From an optimization exercise on the open Yosys and OpenROAD flow, aimed at small area; shortcuts taken in it are not production practice. The RTL was checked by simulation tests, not by an equivalence proof against the original design. No activity file was given, so power comes from the tool's default toggle rates.

## gameTop
module gameTop
(
   input  logic        clk,
   input  logic        reset_n,
   input  logic [3:0]  pad1,
   input  logic [3:0]  pad2,
   input  logic        wbCyc,
   input  logic        wbStb,
   input  logic        wbWe,
   input  logic [2:0]  wbAdr,
   input  logic [31:0] wbDatW,
   output logic [31:0] wbDatR,
   output logic        wbAck,
   output logic [24:0] view1,
   output logic [24:0] view2,
   output logic [1:0]  frameSync
);
For scale: ~700 cells after synthesis, roughly 130 flip-flops, about 130 I/O pins.
export LEC_CHECK = 0
export CAP_MARGIN = 20
export CORE_MARGIN = 2
export CORE_UTILIZATION = 40
export SLEW_MARGIN = 20
create_clock -name core_clock -period 10.0 [get_ports {clk}]
standard.sh (not shown) runs the stock make flow with config.mk's settings and CLKGATE_MAP_FILE= SYNTH_SCRIPT=/design/flow/synth_recipe.tcl, a recipe that flattens the netlist after the stock synthesis.
==> flow/flow/run.sh <==
#!/bin/bash
# Standard ORFS layout, with plain buf_1 port buffers and a clock tree built
# from small clock buffers without dummy loads.
bash standard.sh \
  "BUFFER_PORTS_ARGS=-buffer_cell sky130_fd_sc_hd__buf_1" \
  "CTS_ARGS=-sink_clustering_enable -repair_clock_nets -dont_use_dummy_load -sink_clustering_size 30 -sink_clustering_max_diameter 100 -buf_list {sky130_fd_sc_hd__clkbuf_4 sky130_fd_sc_hd__clkbuf_8}" \
  finish > standard_run.log 2>&1
The starting point passed the timing, design-rule and antenna checks.
Rerun with:
==> flow/flow/run.sh (replaced) <==
#!/bin/bash
# Standard ORFS layout, with plain buf_1 port buffers and a clock tree built
# from small clock buffers without dummy loads.
bash standard.sh \
  "BUFFER_PORTS_ARGS=-buffer_cell sky130_fd_sc_hd__buf_1" \
  "CTS_ARGS=-sink_clustering_enable -repair_clock_nets -dont_use_dummy_load -sink_clustering_size 10 -buf_list {sky130_fd_sc_hd__clkbuf_2 sky130_fd_sc_hd__clkbuf_4}" \
  finish > standard_run.log 2>&1
After rerunning: Hold slack improves by 0.0053 ns. Routed wire length went up slightly. Final cell count hardly moves. Global-route usage barely changes. Die area stays the same. Total power drops by a little under a tenth. Utilization is lower by 0.58 points. Non-clock buffer count does not change.
Rerun with:
--- a/flow/flow/run.sh
+++ b/flow/flow/run.sh
@@ -6,2 +6,3 @@
   "CTS_ARGS=-sink_clustering_enable -repair_clock_nets -dont_use_dummy_load -sink_clustering_size 10 -buf_list {sky130_fd_sc_hd__clkbuf_2 sky130_fd_sc_hd__clkbuf_4}" \
+  RECOVER_POWER=100 \
   finish > standard_run.log 2>&1
- This time the run reached the layout checks and failed them: capacitance limit, slew limit
- worst hold slack stays flat
- total power is about the same
- final area shrinks by 0.74%
- sequential power stays flat
- combinational power is about the same
- count of clock-buffer cells in the layout stays the same
- wire length hardly moves
- die area is unchanged
Rerun with:
--- a/flow/flow/run.sh
+++ b/flow/flow/run.sh
@@ -6,3 +6,2 @@
   "CTS_ARGS=-sink_clustering_enable -repair_clock_nets -dont_use_dummy_load -sink_clustering_size 10 -buf_list {sky130_fd_sc_hd__clkbuf_2 sky130_fd_sc_hd__clkbuf_4}" \
-  RECOVER_POWER=100 \
   finish > standard_run.log 2>&1
CAP_MARGIN = 5   (was 20)
SLEW_MARGIN = 5   (was 20)
Effect: The new run produced a clean layout; hold slack barely changes; area after synthesis stays the same; design area goes up by 0.74%; wire length barely changes; global-route usage does not change; cell count does not change; non-clock buffer count stays the same; via count goes down by 0.61%; combinational power stays flat; clock skew stays flat; core utilization goes up by 0.33 points.
Rerun with:
==> flow/flow/run.sh (replaced) <==
#!/bin/bash
# Standard ORFS layout, with plain buf_1 port buffers and a clock tree built
# from small clock buffers without dummy loads.
bash standard.sh \
  "BUFFER_PORTS_ARGS=-buffer_cell sky130_fd_sc_hd__buf_1" \
  "CTS_ARGS=-sink_clustering_enable -repair_clock_nets -dont_use_dummy_load -root_buf sky130_fd_sc_hd__clkbuf_8 -buf_list {sky130_fd_sc_hd__clkbuf_4}" \
  finish > standard_run.log 2>&1
CAP_MARGIN = 20   (was 5)
SLEW_MARGIN = 20   (was 5)
Result: Fmax goes down by about 0.4%. First-iteration DRC count came out higher by 14%. Worst setup slack is worse by 0.033 ns. Global-route usage is about the same.

---

Another version of the RTL of gameTop (not shown whole).
For scale: about 620 cells after synthesis, ~130 I/O pins.
Design gameTop, start of the top module:
module gameTop
(
   input  logic        clk,
   input  logic        reset_n,
   input  logic [3:0]  pad1,
   input  logic [3:0]  pad2,
   input  logic        wbCyc,
   input  logic        wbStb,
   input  logic        wbWe,
   input  logic [2:0]  wbAdr,
   input  logic [31:0] wbDatW,
   output logic [31:0] wbDatR,
   output logic        wbAck,
   output logic [24:0] view1,
   output logic [24:0] view2,
   output logic [1:0]  frameSync
);
Settings: LEC_CHECK=0, CAP_MARGIN=20, CORE_MARGIN=2, CORE_UTILIZATION=40, SLEW_MARGIN=20; clock period 10.0 ns.
==> flow/flow/run.sh <==
#!/bin/bash
# Standard ORFS layout with three changes: the standard synthesis netlist's
# combinational logic is re-mapped for area (flow/remap.tcl, registers kept
# as they are), ports get plain buf_1 buffers, and the clock tree is built
# from small clock buffers without dummy loads.
set -euo pipefail
ARGS=(
  "BUFFER_PORTS_ARGS=-buffer_cell sky130_fd_sc_hd__buf_1"
  "CTS_ARGS=-sink_clustering_enable -repair_clock_nets -dont_use_dummy_load -sink_clustering_size 10 -buf_list {sky130_fd_sc_hd__clkbuf_2 sky130_fd_sc_hd__clkbuf_4}"
)
RES="$PWD/orfs/results/$FLOW_PLATFORM/gameTop/base"
bash standard.sh "${ARGS[@]}" synth > synth.log 2>&1
cp "$RES/1_2_yosys.v" "$RES/1_2_yosys_standard.v"
REMAP_LIB="$FLOW_HOME/platforms/$FLOW_PLATFORM/lib/sky130_fd_sc_hd__tt_025C_1v80.lib" \
REMAP_IN="$RES/1_2_yosys_standard.v" REMAP_OUT="$RES/1_2_yosys.v" REMAP_TOP="$FLOW_TOP" \
  "$FLOW_HOME/../tools/install/yosys/bin/yosys" -c flow/remap.tcl > remap.log 2>&1
rm -f "$RES/1_synth.odb"
bash standard.sh "${ARGS[@]}" finish > finish.log 2>&1
==> flow/flow/remap.tcl <==
# Re-map the combinational logic of the standard synthesis netlist for area.
# Flip-flops, half/full adders and tie cells stay as they are (blackboxes), so
# every register keeps its name and cell type; the rest is flattened into
# generic gates and mapped again by ABC with an area-oriented script.
yosys -import
set L $::env(REMAP_LIB)
read_liberty -ignore_miss_func $L
# Cells the mapping may not use: the platform's don't-use cells and the
# clock and delay cells
set du {}
foreach c [split [string trim [tee -q -s result.string select -list-mod =*lpflow* =*probe* =*clkdly* =*dlygate* =*dlymetal* =*clkbuf* =*clkinv*]] "\n"] {
  lappend du -dont_use $c
}
set keep [split [string trim [tee -q -s result.string select -list-mod =sky130_fd_sc_hd__df* =sky130_fd_sc_hd__edf* =sky130_fd_sc_hd__sdf* =sky130_fd_sc_hd__dl* =sky130_fd_sc_hd__ha_* =sky130_fd_sc_hd__fa_* =sky130_fd_sc_hd__conb*]] "\n"]
blackbox {*}$keep
read_verilog $::env(REMAP_IN)
hierarchy -top $::env(REMAP_TOP)
flatten
# Names of the cells' inner nets are not kept
yosys rename -hide w:_*_.*
opt -purge
set r "&st;&syn2;&dch;&nf -R 1000 -p"
abc -liberty $L {*}$du -script "+strash;&get -n;$r;$r;&put"
opt_clean -purge
# The cells are library cells from here on
delete =sky130_fd_sc_hd__*
read_liberty -lib $L
hilomap -singleton -hicell sky130_fd_sc_hd__conb_1 HI -locell sky130_fd_sc_hd__conb_1 LO
insbuf -buf sky130_fd_sc_hd__buf_1 A X
check -assert -mapped
tee -o $::env(REMAP_OUT).stat stat -liberty $L
write_verilog -noattr -nohex -nodec $::env(REMAP_OUT)
The first run went through all stages and came out clean.
Rerun with:
--- a/flow/flow/remap.tcl
+++ b/flow/flow/remap.tcl
@@ -4 +4,2 @@
-# generic gates and mapped again by ABC with an area-oriented script.
+# generic gates and mapped again by ABC with its area-only standard cell
+# mapper (amap).
@@ -22,2 +23 @@
-set r "&st;&syn2;&dch;&nf -R 1000 -p"
-abc -liberty $L {*}$du -script "+strash;&get -n;$r;$r;&put"
+abc -liberty $L {*}$du -script "+strash;&get -n;&st;&syn2;&dch;&put;amap -F 4 -A 8"
--- a/flow/config.mk
+++ b/flow/config.mk
@@ -10 +10 @@
-export CORE_UTILIZATION = 40
+export CORE_UTILIZATION = 65
The new run completed without violations; critical path depth goes up by 3; total power came out higher by about 8%; worst setup slack got worse by 0.56 ns; routed wire length falls by 2.0%; worst hold slack barely changes; first-iteration DRC count went up by 81%; design area shrinks by 5.5%.

==> afterwards: timing with drivers on the ports <==
How much do the figures lean on ideal ports? The routed layouts below were timed once more, with nothing changed but the port constraints. Step 1 (the two cells are an assumption about what drives the block):
set clk [get_ports {clk}]
set_driving_cell -lib_cell sky130_fd_sc_hd__clkbuf_16 $clk
set_driving_cell -lib_cell sky130_fd_sc_hd__buf_2 [delete_from_list [all_inputs] $clk]
Step 2 times the ports against the registers' clock, not the clock port: input delays grow and output delays shrink by t, the midpoint of the rising clock arrivals with the driver on. Three values: ideal ports, drivers, drivers and shift; two values: the first two.
run | shift t [ns] | setup slack, ns | hold slack, ns | latest minus earliest clock arrival (ns) | pins driven straight from the clock port
the first run of note 1 | 0.469 | 2.156 / 2.158 / 1.704 | 0.455 / 0.455 / 0.455 | 0.029 / 0.029 | 1
the second run of note 1 | 0.561 | 2.159 / 2.159 / 1.643 | 0.460 / 0.460 / 0.460 | 0.047 / 0.046 | 1
the third run of note 1 | 0.557 | 1.682 / 1.695 / 1.137 | 0.463 / 0.463 / 0.463 | 0.049 / 0.049 | 1
the fourth run of note 1 | 0.561 | 2.158 / 2.158 / 1.643 | 0.460 / 0.460 / 0.460 | 0.047 / 0.046 | 1
the fifth run of note 1 | 0.446 | 2.125 / 2.142 / 1.696 | 0.461 / 0.461 / 0.461 | 0.050 / 0.050 | 1
the first run of note 2 | 0.577 | 1.882 / 1.901 / 1.324 | 0.455 / 0.455 / 0.455 | 0.038 / 0.039 | 1
the second run of note 2 | 0.574 | 1.323 / 1.335 / 0.761 | 0.454 / 0.454 / 0.454 | 0.037 / 0.037 | 1
The setup slack of the second run of note 2, which loses most, moves by +0.012 ns with the drivers and by -0.562 ns with both steps.
